What follows belongs to an exercise in optimizing a design on an open flow for small area and a short achievable clock period; a production flow would make more cautious choices.
In this exercise RTL edits were held to simulation tests only and were not proved equivalent to the original.

===== design/flow/run.sh =====
#!/bin/bash
# synth_recipe.tcl (not shown) runs the flow's synth.tcl, then flattens the netlist and writes it again
# the make line also repeats each setting of config.mk as NAME=value (left out here)
make -C /OpenROAD-flow-scripts/flow DESIGN_CONFIG=/design/flow/config.mk WORK_HOME=/design/flow/orfs CLKGATE_MAP_FILE= SYNTH_SCRIPT=/design/flow/synth_recipe.tcl finish

===== design/flow/config.mk =====
export PLATFORM = sky130hd
export DESIGN_NAME = eee_imgproc
export DESIGN_NICKNAME = eee_imgproc
export VERILOG_FILES = /design/flow/design.v
export SDC_FILE = /design/flow/constraint.sdc
export NUM_CORES = 4
export LEC_CHECK = 0
export CAP_MARGIN = 20
export CORE_MARGIN = 2
export CORE_UTILIZATION = 40
export PLACE_DENSITY = 0.6
export SLEW_MARGIN = 20

===== design/flow/constraint.sdc =====
create_clock -name core_clock -period 40.0 [get_ports {clk}]
set_input_delay 8.0000 -clock core_clock [delete_from_list [all_inputs] [get_ports {clk}]]
set_output_delay 8.0000 -clock core_clock [all_outputs]
set_load 0.01 [all_outputs]

===== design/flow/design.v =====
package imgproc_pkg;
	localparam int COORD_W = 11;
	typedef logic [COORD_W-1:0] coord_t;
	typedef logic [23:0] pixel_t;
	typedef logic [7:0] hue_t;
	localparam hue_t RED_HUE_MAX = 8'd21;
	localparam hue_t YELLOW_HUE_MIN = 8'd22;
	localparam hue_t YELLOW_HUE_MAX = 8'd53;
	localparam logic [7:0] VALUE_MIN = 8'd56;
	localparam pixel_t RED_COL = 24'hff0000;
	localparam pixel_t YELLOW_COL = 24'hffff00;
	localparam pixel_t RBB_COL_DEFAULT = 24'hff0000;
	localparam logic [2:0] REG_STATUS = 3'd0;
	localparam logic [2:0] REG_MSG = 3'd1;
	localparam logic [2:0] REG_ID = 3'd2;
	localparam logic [2:0] REG_BBCOL = 3'd3;
	localparam logic [31:0] DEVICE_ID = 32'h1234eee2;
	localparam int MSG_WORDS = 5;
	typedef logic [3:0] msg_tag_t;
	localparam msg_tag_t TAG_FLAGS = 4'd0;
	localparam msg_tag_t TAG_RED_TB = 4'd1;
	localparam msg_tag_t TAG_RED_LR = 4'd2;
	localparam msg_tag_t TAG_YEL_TB = 4'd3;
	localparam msg_tag_t TAG_YEL_LR = 4'd4;
	typedef struct packed {
		msg_tag_t   tag;
		logic [25:0] zero;
		logic       yellow_seen;
		logic       red_seen;
	} msg_flags_t;
	typedef struct packed {
		msg_tag_t   tag;
		logic       pad_a;
		coord_t     first;
		logic [4:0] pad_b;
		coord_t     second;
	} msg_box_t;
	typedef union packed {
		msg_flags_t flags;
		msg_box_t   box;
	} msg_word_t;
endpackage
module stream_reg #(
	parameter int DATA_W = 26
) (
	input  logic              clk,
	input  logic              reset_n,
	input  logic              valid_in,
	input  logic [DATA_W-1:0] data_in,
	output logic              ready_out,
	input  logic              ready_in,
	output logic              valid_out,
	output logic [DATA_W-1:0] data_out
);
	assign ready_out = ~valid_out | ready_in;
	always_ff @(posedge clk) begin
		if (!reset_n) begin
			valid_out <= 1'b0;
		end else if (ready_out) begin
			valid_out <= valid_in;
		end
	end
	always_ff @(posedge clk) begin
		if (ready_out) begin
			data_out <= data_in;
		end
	end
endmodule
module colour_classify (
	input  imgproc_pkg::pixel_t pixel,
	output logic                red_detect,
	output logic                yellow_detect,
	output imgproc_pkg::pixel_t class_colour
);
	logic [7:0] red, green, blue;
	logic [7:0] max_c, min_c, diff;
	logic [7:0] grey;
	logic [7:0] hi, lo, base, delta;
	logic       neg;
	logic [13:0] prod, quot;
	imgproc_pkg::hue_t       hue;
	logic [9:0] diff_x4, max_x3;
	logic       sat_ok;
	assign {red, green, blue} = pixel;
	assign max_c = (red > green) ? ((red > blue) ? red : blue) : ((green > blue) ? green : blue);
	assign min_c = (red < green) ? ((red < blue) ? red : blue) : ((green < blue) ? green : blue);
	assign diff = max_c - min_c;
	always_comb begin
		if (max_c == red) begin
			hi = green;
			lo = blue;
			base = (green < blue) ? 8'd255 : 8'd0;
		end else if (max_c == green) begin
			hi = blue;
			lo = red;
			base = 8'd85;
		end else begin
			hi = red;
			lo = green;
			base = 8'd171;
		end
		neg = hi < lo;
		delta = neg ? (lo - hi) : (hi - lo);
		prod = delta * 14'd43;
		quot = (diff == 8'd0) ? 14'd0 : prod / diff;
		if (diff == 8'd0) begin
			hue = '0;
		end else if (neg) begin
			hue = base - quot[7:0];
		end else begin
			hue = base + quot[7:0];
		end
	end
	assign diff_x4 = {diff, 2'b00};
	assign max_x3 = {2'b00, max_c} + {1'b0, max_c, 1'b0};
	assign sat_ok = (max_c >= imgproc_pkg::VALUE_MIN) && (diff_x4 >= max_x3);
	assign red_detect = sat_ok && (hue < imgproc_pkg::RED_HUE_MAX);
	assign yellow_detect = sat_ok && (hue > imgproc_pkg::YELLOW_HUE_MIN) && (hue < imgproc_pkg::YELLOW_HUE_MAX);
	assign grey = {1'b0, green[7:1]} + {2'b00, red[7:2]} + {2'b00, blue[7:2]};
	always_comb begin
		if (red_detect) begin
			class_colour = imgproc_pkg::RED_COL;
		end else if (yellow_detect) begin
			class_colour = imgproc_pkg::YELLOW_COL;
		end else begin
			class_colour = {grey, grey, grey};
		end
	end
endmodule
module box_tracker #(
	parameter int IMAGE_W = 640,
	parameter int IMAGE_H = 480
) (
	input  logic                clk,
	input  logic                reset_n,
	input  logic                pixel_accept,
	input  logic                sop,
	input  logic                eop,
	input  logic                video,
	input  logic                detect,
	input  imgproc_pkg::coord_t x,
	input  imgproc_pkg::coord_t y,
	output imgproc_pkg::coord_t left,
	output imgproc_pkg::coord_t right,
	output imgproc_pkg::coord_t top,
	output imgproc_pkg::coord_t bottom
);
	imgproc_pkg::coord_t x_min, x_max, y_min, y_max;
	always_ff @(posedge clk) begin
		if (!reset_n) begin
			x_min <= imgproc_pkg::coord_t'(IMAGE_W - 1);
			x_max <= '0;
			y_min <= imgproc_pkg::coord_t'(IMAGE_H - 1);
			y_max <= '0;
		end else if (pixel_accept & sop) begin
			x_min <= imgproc_pkg::coord_t'(IMAGE_W - 1);
			x_max <= '0;
			y_min <= imgproc_pkg::coord_t'(IMAGE_H - 1);
			y_max <= '0;
		end else if (pixel_accept & detect) begin
			if (x < x_min) begin
				x_min <= x;
			end
			if (x > x_max) begin
				x_max <= x;
			end
			if (y < y_min) begin
				y_min <= y;
			end
			y_max <= y;
		end
	end
	always_ff @(posedge clk) begin
		if (!reset_n) begin
			left <= imgproc_pkg::coord_t'(IMAGE_W - 1);
			right <= '0;
			top <= imgproc_pkg::coord_t'(IMAGE_H - 1);
			bottom <= '0;
		end else if (pixel_accept & eop & video) begin
			left <= x_min;
			right <= x_max;
			top <= y_min;
			bottom <= y_max;
		end
	end
endmodule
module msg_fifo #(
	parameter int MSG_DEPTH = 128
) (
	input  logic                   clk,
	input  logic                   clear,
	input  logic                   wr,
	input  imgproc_pkg::msg_word_t wr_data,
	input  logic                   rd,
	output imgproc_pkg::msg_word_t rd_data,
	output logic [7:0]             used,
	output logic                   empty
);
	localparam int PTR_W = $clog2(MSG_DEPTH);
	localparam int CNT_W = $clog2(MSG_DEPTH + 1);
	logic [31:0]      mem [0:MSG_DEPTH-1];
	logic [PTR_W-1:0] wr_ptr, rd_ptr;
	logic [CNT_W-1:0] count;
	logic             do_wr, do_rd;
	function automatic logic [PTR_W-1:0] ptr_inc(input logic [PTR_W-1:0] p);
		if (p == PTR_W'(MSG_DEPTH - 1)) begin
			ptr_inc = '0;
		end else begin
			ptr_inc = p + 1'b1;
		end
	endfunction
	assign empty = (count == '0);
	assign used = 8'(count);
	assign do_wr = wr & (count != CNT_W'(MSG_DEPTH));
	assign do_rd = rd & ~empty;
	assign rd_data = empty ? imgproc_pkg::msg_word_t'('0) : mem[rd_ptr];
	always_ff @(posedge clk) begin
		if (clear) begin
			wr_ptr <= '0;
			rd_ptr <= '0;
			count <= '0;
		end else begin
			if (do_wr) begin
				wr_ptr <= ptr_inc(wr_ptr);
			end
			if (do_rd) begin
				rd_ptr <= ptr_inc(rd_ptr);
			end
			if (do_wr & ~do_rd) begin
				count <= count + 1'b1;
			end else if (do_rd & ~do_wr) begin
				count <= count - 1'b1;
			end
		end
	end
	always_ff @(posedge clk) begin
		if (do_wr) begin
			mem[wr_ptr] <= wr_data;
		end
	end
endmodule
module msg_writer #(
	parameter int MSG_INTERVAL = 6,
	parameter int MSG_DEPTH = 128
) (
	input  logic                   clk,
	input  logic                   reset_n,
	input  logic                   frame_done,
	input  logic [7:0]             fifo_used,
	input  imgproc_pkg::coord_t    red_left,
	input  imgproc_pkg::coord_t    red_right,
	input  imgproc_pkg::coord_t    red_top,
	input  imgproc_pkg::coord_t    red_bottom,
	input  imgproc_pkg::coord_t    yellow_left,
	input  imgproc_pkg::coord_t    yellow_right,
	input  imgproc_pkg::coord_t    yellow_top,
	input  imgproc_pkg::coord_t    yellow_bottom,
	output logic                   fifo_wr,
	output imgproc_pkg::msg_word_t fifo_data
);
	localparam int CNT_W = $clog2(MSG_INTERVAL) + 1;
	logic [CNT_W-1:0] frame_cnt;
	logic [2:0]       state;
	always_ff @(posedge clk) begin
		if (!reset_n) begin
			frame_cnt <= CNT_W'(MSG_INTERVAL - 1);
			state <= 3'd0;
		end else begin
			if (state == 3'(imgproc_pkg::MSG_WORDS)) begin
				state <= 3'd0;
			end else if (state != 3'd0) begin
				state <= state + 3'd1;
			end
			if (frame_done) begin
				if ((frame_cnt == '0) && (fifo_used < MSG_DEPTH - imgproc_pkg::MSG_WORDS)) begin
					frame_cnt <= CNT_W'(MSG_INTERVAL - 1);
					state <= 3'd1;
				end else begin
					frame_cnt <= frame_cnt - 1'b1;
				end
			end
		end
	end
	assign fifo_wr = (state != 3'd0);
	always_comb begin
		fifo_data = '0;
		case (state)
			3'd1: begin
				fifo_data.flags.tag = imgproc_pkg::TAG_FLAGS;
				fifo_data.flags.yellow_seen = (yellow_right >= yellow_left);
				fifo_data.flags.red_seen = (red_right >= red_left);
			end
			3'd2: begin
				fifo_data.box.tag = imgproc_pkg::TAG_RED_TB;
				fifo_data.box.first = red_top;
				fifo_data.box.second = red_bottom;
			end
			3'd3: begin
				fifo_data.box.tag = imgproc_pkg::TAG_RED_LR;
				fifo_data.box.first = red_left;
				fifo_data.box.second = red_right;
			end
			3'd4: begin
				fifo_data.box.tag = imgproc_pkg::TAG_YEL_TB;
				fifo_data.box.first = yellow_top;
				fifo_data.box.second = yellow_bottom;
			end
			3'd5: begin
				fifo_data.box.tag = imgproc_pkg::TAG_YEL_LR;
				fifo_data.box.first = yellow_left;
				fifo_data.box.second = yellow_right;
			end
			default: begin
				fifo_data = '0;
			end
		endcase
	end
endmodule
module mm_regs (
	input  logic                   clk,
	input  logic                   reset_n,
	input  logic                   chipselect,
	input  logic                   read,
	input  logic                   write,
	input  logic [2:0]             address,
	input  logic [31:0]            writedata,
	input  imgproc_pkg::msg_word_t fifo_data,
	input  logic [7:0]             fifo_used,
	input  logic                   fifo_empty,
	output logic [31:0]            readdata,
	output logic                   fifo_rd,
	output logic                   flush,
	output imgproc_pkg::pixel_t    bb_col
);
	logic [7:0] status_reg;
	logic       read_d;
	always_ff @(posedge clk) begin
		if (!reset_n) begin
			status_reg <= 8'h00;
			bb_col <= imgproc_pkg::RBB_COL_DEFAULT;
		end else if (chipselect & write) begin
			if (address == imgproc_pkg::REG_STATUS) begin
				status_reg <= writedata[7:0];
			end
			if (address == imgproc_pkg::REG_BBCOL) begin
				bb_col <= writedata[23:0];
			end
		end
	end
	assign flush = chipselect & write & (address == imgproc_pkg::REG_STATUS) & writedata[4];
	always_ff @(posedge clk) begin
		if (!reset_n) begin
			readdata <= 32'h0;
			read_d <= 1'b0;
		end else begin
			read_d <= chipselect & read;
			if (chipselect & read) begin
				case (address)
					imgproc_pkg::REG_STATUS: readdata <= {16'h0, fifo_used, status_reg};
					imgproc_pkg::REG_MSG: readdata <= fifo_data;
					imgproc_pkg::REG_ID: readdata <= imgproc_pkg::DEVICE_ID;
					imgproc_pkg::REG_BBCOL: readdata <= {8'h00, bb_col};
					default: readdata <= 32'h0;
				endcase
			end
		end
	end
	assign fifo_rd = chipselect & read & ~read_d & ~fifo_empty & (address == imgproc_pkg::REG_MSG);
endmodule
module eee_imgproc #(
	parameter int IMAGE_W = 640,
	parameter int IMAGE_H = 480,
	parameter int MSG_INTERVAL = 6,
	parameter int MSG_DEPTH = 128
) (
	input  logic                clk,
	input  logic                reset_n,
	input  logic                s_chipselect,
	input  logic                s_read,
	input  logic                s_write,
	input  logic [2:0]          s_address,
	input  logic [31:0]         s_writedata,
	output logic [31:0]         s_readdata,
	input  imgproc_pkg::pixel_t sink_data,
	input  logic                sink_valid,
	output logic                sink_ready,
	input  logic                sink_sop,
	input  logic                sink_eop,
	output imgproc_pkg::pixel_t source_data,
	output logic                source_valid,
	input  logic                source_ready,
	output logic                source_sop,
	output logic                source_eop,
	input  logic                mode
);
	localparam int BEAT_W = 24 + 2;
	logic [BEAT_W-1:0] in_beat, out_beat;
	imgproc_pkg::pixel_t            pix_in, pix_out, class_colour, bb_col;
	logic              sop, eop, in_valid, out_ready, accept;
	imgproc_pkg::coord_t            x, y;
	logic              packet_video, frame_done;
	logic              red_detect, yellow_detect, rbb_active, ybb_active;
	imgproc_pkg::coord_t            red_left, red_right, red_top, red_bottom;
	imgproc_pkg::coord_t            yellow_left, yellow_right, yellow_top, yellow_bottom;
	logic              fifo_wr, fifo_rd, fifo_empty, flush;
	imgproc_pkg::msg_word_t         fifo_data, fifo_head;
	logic [7:0]        fifo_used;
	stream_reg #(.DATA_W(BEAT_W)) in_slice (
		.clk(clk), .reset_n(reset_n),
		.valid_in(sink_valid), .data_in({sink_data, sink_sop, sink_eop}),
		.ready_out(sink_ready),
		.ready_in(out_ready), .valid_out(in_valid), .data_out(in_beat)
	);
	assign {pix_in, sop, eop} = in_beat;
	stream_reg #(.DATA_W(BEAT_W)) out_slice (
		.clk(clk), .reset_n(reset_n),
		.valid_in(in_valid), .data_in({pix_out, sop, eop}),
		.ready_out(out_ready),
		.ready_in(source_ready), .valid_out(source_valid), .data_out(out_beat)
	);
	assign {source_data, source_sop, source_eop} = out_beat;
	assign accept = in_valid & out_ready;
	always_ff @(posedge clk) begin
		if (!reset_n) begin
			x <= '0;
			y <= '0;
			packet_video <= 1'b0;
		end else if (accept) begin
			if (sop) begin
				x <= '0;
				y <= '0;
				packet_video <= (pix_in[3:0] == 4'h0);
			end else if (x == imgproc_pkg::coord_t'(IMAGE_W - 1)) begin
				x <= '0;
				y <= y + 1'b1;
			end else begin
				x <= x + 1'b1;
			end
		end
	end
	assign frame_done = accept & eop & packet_video;
	colour_classify colour_classify (
		.pixel(pix_in), .red_detect(red_detect), .yellow_detect(yellow_detect),
		.class_colour(class_colour)
	);
	box_tracker #(.IMAGE_W(IMAGE_W), .IMAGE_H(IMAGE_H)) red_box (
		.clk(clk), .reset_n(reset_n), .pixel_accept(accept), .sop(sop), .eop(eop), .video(packet_video),
		.detect(red_detect), .x(x), .y(y),
		.left(red_left), .right(red_right), .top(red_top), .bottom(red_bottom)
	);
	box_tracker #(.IMAGE_W(IMAGE_W), .IMAGE_H(IMAGE_H)) yellow_box (
		.clk(clk), .reset_n(reset_n), .pixel_accept(accept), .sop(sop), .eop(eop), .video(packet_video),
		.detect(yellow_detect), .x(x), .y(y),
		.left(yellow_left), .right(yellow_right), .top(yellow_top), .bottom(yellow_bottom)
	);
	assign rbb_active = (x == red_left) | (x == red_right) | (y == red_top) | (y == red_bottom);
	assign ybb_active = (x == yellow_left) | (x == yellow_right) |
		(y == yellow_top) | (y == yellow_bottom);
	always_comb begin
		if (!(mode & ~sop & packet_video)) begin
			pix_out = pix_in;
		end else if (rbb_active) begin
			pix_out = bb_col;
		end else if (ybb_active) begin
			pix_out = imgproc_pkg::YELLOW_COL;
		end else begin
			pix_out = class_colour;
		end
	end
	msg_writer #(.MSG_INTERVAL(MSG_INTERVAL), .MSG_DEPTH(MSG_DEPTH)) msg_writer (
		.clk(clk), .reset_n(reset_n), .frame_done(frame_done), .fifo_used(fifo_used),
		.red_left(red_left), .red_right(red_right), .red_top(red_top),
		.red_bottom(red_bottom), .yellow_left(yellow_left), .yellow_right(yellow_right),
		.yellow_top(yellow_top), .yellow_bottom(yellow_bottom),
		.fifo_wr(fifo_wr), .fifo_data(fifo_data)
	);
	msg_fifo #(.MSG_DEPTH(MSG_DEPTH)) msg_fifo (
		.clk(clk), .clear(~reset_n | flush), .wr(fifo_wr), .wr_data(fifo_data),
		.rd(fifo_rd), .rd_data(fifo_head), .used(fifo_used), .empty(fifo_empty)
	);
	mm_regs mm_regs (
		.clk(clk), .reset_n(reset_n), .chipselect(s_chipselect), .read(s_read),
		.write(s_write), .address(s_address), .writedata(s_writedata),
		.fifo_data(fifo_head), .fifo_used(fifo_used), .fifo_empty(fifo_empty),
		.readdata(s_readdata), .fifo_rd(fifo_rd), .flush(flush), .bb_col(bb_col)
	);
endmodule

==> impl_metrics.toml <==
[timing]
maxSlewHeadroom_pct = 23.3
finalWorstSetupSlack_ns = 2.33
hold_viol = 0
fin_crit_ns = 37.67
max_freq_ghz = 0.0265
worst_hold_slack_ns = 0.457
final_max_slew_viol_count = 0
setup_viol = 0
tightest_slew_ns = 1.15
finalClockSkew_ns = 0.0600
period_share_pct = 94.2

[min_path]
holdPathStages = 2
min_path_type = "reg -> reg"
min_from = "red_box.y_max[3]"
hold_end = "red_box.y_max[3]"

[floorplanning]
die_h_um = 612
core_um2 = 369000
rows = 223
die-area_um2 = 375000
die_x_um = 612
initial_core_util_pct = 40.2
ioPinCount = 129

[placement]
dp_slack_ns = -0.154
gp_congestion = 0.850
hpwl_um = 234000
dp.cells = 12800
portBuffers = 118

[worst_setup_path]
critPathMaxStageDelay_ns = 0.58
worstPathRequired_ns = 40.61
rr_startpoint = "in_slice.data_out[13]"
ff2ff_path_depth = 200
start_kind = "register"
worstPathArrival_ns = 38.27
end_kind = "register"
cpMostUsedCell = "o21a_1"
regToRegSetupSlack_ns = 2.33
crit_slowest_cell = "fa_1"
cp_max_fo = 11
r2r-end = "out_slice.data_out[4]"
crit_type = "reg -> reg"

[layout]
fin_cells = 13600
area_growth_pct = 15.8
reg_top3 = "msg_fifo.mem (3200), mm_regs.readdata (30)"
nFillCells = 30500
largest_reg_flops = 3200
finish.utilization_pct = 46.5
drive_gt1_share_pct = 26.1
multiInputGateArea_um2 = 43700
largest_register = "msg_fifo.mem"
fin_nets = 8741
seq_area_um2 = 104000

[yosys]
synth_edf_count = 3252
ys_top_cells_by_count = "edfxtp_1 (3252), mux4_2 (1050), nand2_1 (474), nor2_1 (353), dfxtp_1 (300)"
synth_top_family_by_area = "multiplexers"
synth-main-ff-cell = "edfxtp_1"
synth_area_leader_cell = "edfxtp_1"
async_flop_share_pct = 0
yosysTopAreaCellShare_pct = 66.0
synth-simple-area-share_pct = 3.90
avgSynthCellArea_um2 = 18.7
syn_area_um2 = 148000
synthAdderAreaFrac_pct = 2.81
yosys-mux-area-fraction_pct = 17.2
synth_area_leaders = "edfxtp_1 (66%), mux4_2 (16%), dfxtp_1 (4.1%)"
synth_most_common_cell = "edfxtp_1"
yosysUniqueCellTypes = 97
synth_compound_area_share_pct = 3.27
ys_ff_latch = 3552
yosys_warnings = 7
syn_inst = 7909
yosysSeqAreaShare_pct = 70.0
synth_xor_area_share_pct = 1.22

[outcome]
status = "timing/DRC/antenna clean"

[global_routing]
antenna_found_initial = 20
grt_pass1_vias = 78300
grt_pass1_wl_um = 558000
grt.total_usage_pct = 20.6
grt_overflow = 0
grt_max_degree = 117

[cts]
path_clk_slew_ns = 0.06
insertion_delay_ns = 0.95
cts_sinks = 3552
clockBufferDepth = 4
cts_hold_buffers = 0
root_buffer = "clkbuf_16"
cts_tree = "yes"
cts_buffers = 364
htreeDepth = 5

[routing]
first_pass_iters = 5
drt_iter0_drc = 8485
vias = 77800
viasPerCell = 5.71
post-route-drc-count = 0
wl_um = 392000
wl_per_cell_um = 28.8
ant_nets = 0

[run]
drv_cap = 0
how the worst max path moves through the flow:
stage | startpoint | endpoint | cells past startpoint
2_1_floorplan | in_slice.data_out[11] | out_slice.data_out[18] | 213
3_5_place_dp | in_slice.data_out[13] | out_slice.data_out[17] | 203
6_report | in_slice.data_out[13] | out_slice.data_out[4] | 200
4_1_cts | in_slice.data_out[17] | out_slice.data_out[10] | 203
3_3_place_gp | in_slice.data_out[13] | out_slice.data_out[17] | 204
5_1_grt | in_slice.data_out[13] | red_box.y_max[4] | 209
through the flow:
step                      TNS [ns]  cell area [um^2]
after floorplan                  0            148000
after global placement           0            157000
after detailed placement    -0.531            158000
after CTS                        0            170000
after global routing        -11.99            171000
final                            0            172000
repair_timing:
action                                  in CTS  in global routing
pin swaps                                    0                 38
endpoints found under the setup margin      20                112
hold endpoints to repair                     0                  0
setup buffers                               10                 58
cloned                                       0                  5
gates resized for setup                      2                137
layout make-up:
class	count	share of cell area (%)
timing repair buffer	483	3.10
inverter	213	0.471
clock inverter	222	1.18
tap	4950	3.61
antenna	11	0.0160
multi-input combinational	3739	25.5
clock buffer	449	5.71
sequential	3552	60.5
critical path, delay by kind of cell, from the launching register on:
family / cells / cell delay [ns]
xor+xnor: 5 / 0.70
mux: 7 / 1.88
buf+inv: 10 / 1.40
fa+ha+maj: 22 / 6.46
simple gates: 59 / 9.20
compound gates: 97 / 17.05
flops: 1 / 0.53
cell usage in the layout, fill, tap and decap left out, types with 65 or more instances in the layout:
master and instances:
nor2b_1 74, clkinv_1 78, mux2i_1 149, o21ai_0 110, edfxtp_1 3252, buf_4 273, clkinv_2 74, a21boi_0 77
clkbuf_16 377, ha_1 293, xnor2_1 146, mux4_2 1050, inv_1 203, nor3_1 65, nor2_4 118, clkdlybuf4s50_1 117
a21oi_1 131, nor2_1 216, nand2_1 444, dfxtp_1 294
per-layer routing:
metal  track usage (%)  wire length [um]  part of all wire, %  up-vias
met5                 0                13               0.0033        -
met4              5.56             11300                  2.9        2
met3              3.44             27900                  7.1      555
met2              33.7            190000                   49     2814
met1              28.5            162000                   41    41500
li1                  -                 -                    -    32900
kinds of logic (layout without fill, tap and decap cells):
kind of cell               Yosys count  in the layout
DFF                               3552           3552
and+or+nand+nor                   1265           1267
muxes                             1224           1224
AOI/OAI and AO/OA                  722            722
buffers and inverters              621           1367
adders and majority gates          319            319
xor gates and xnor gates           205            205
other                                1             13

-- static timing again, ports no longer ideal --
No port has a modelled driver above. Below, the same layout with a new extraction and two added sets of constraints. Step 1: set_driving_cell puts a clkbuf_16 on clk and a buf_2 on each other input, an assumption about the parent block. Step 2 times the ports against the registers' clock, not the clock port: input delays grow and output delays shrink by t, the midpoint of the rising clock arrivals with the driver on. Slacks: ideal ports / drivers / drivers and shift; pairs: ideal ports / drivers.
t, ns: 1.025
setup WS [ns]: 2.335 / 2.335 / 2.335
worst setup path after step 2: register to register
After both steps setup and hold are still met in this run. The setup slack of this run moves by 0.000 ns with the drivers and by 0.000 ns with both steps.
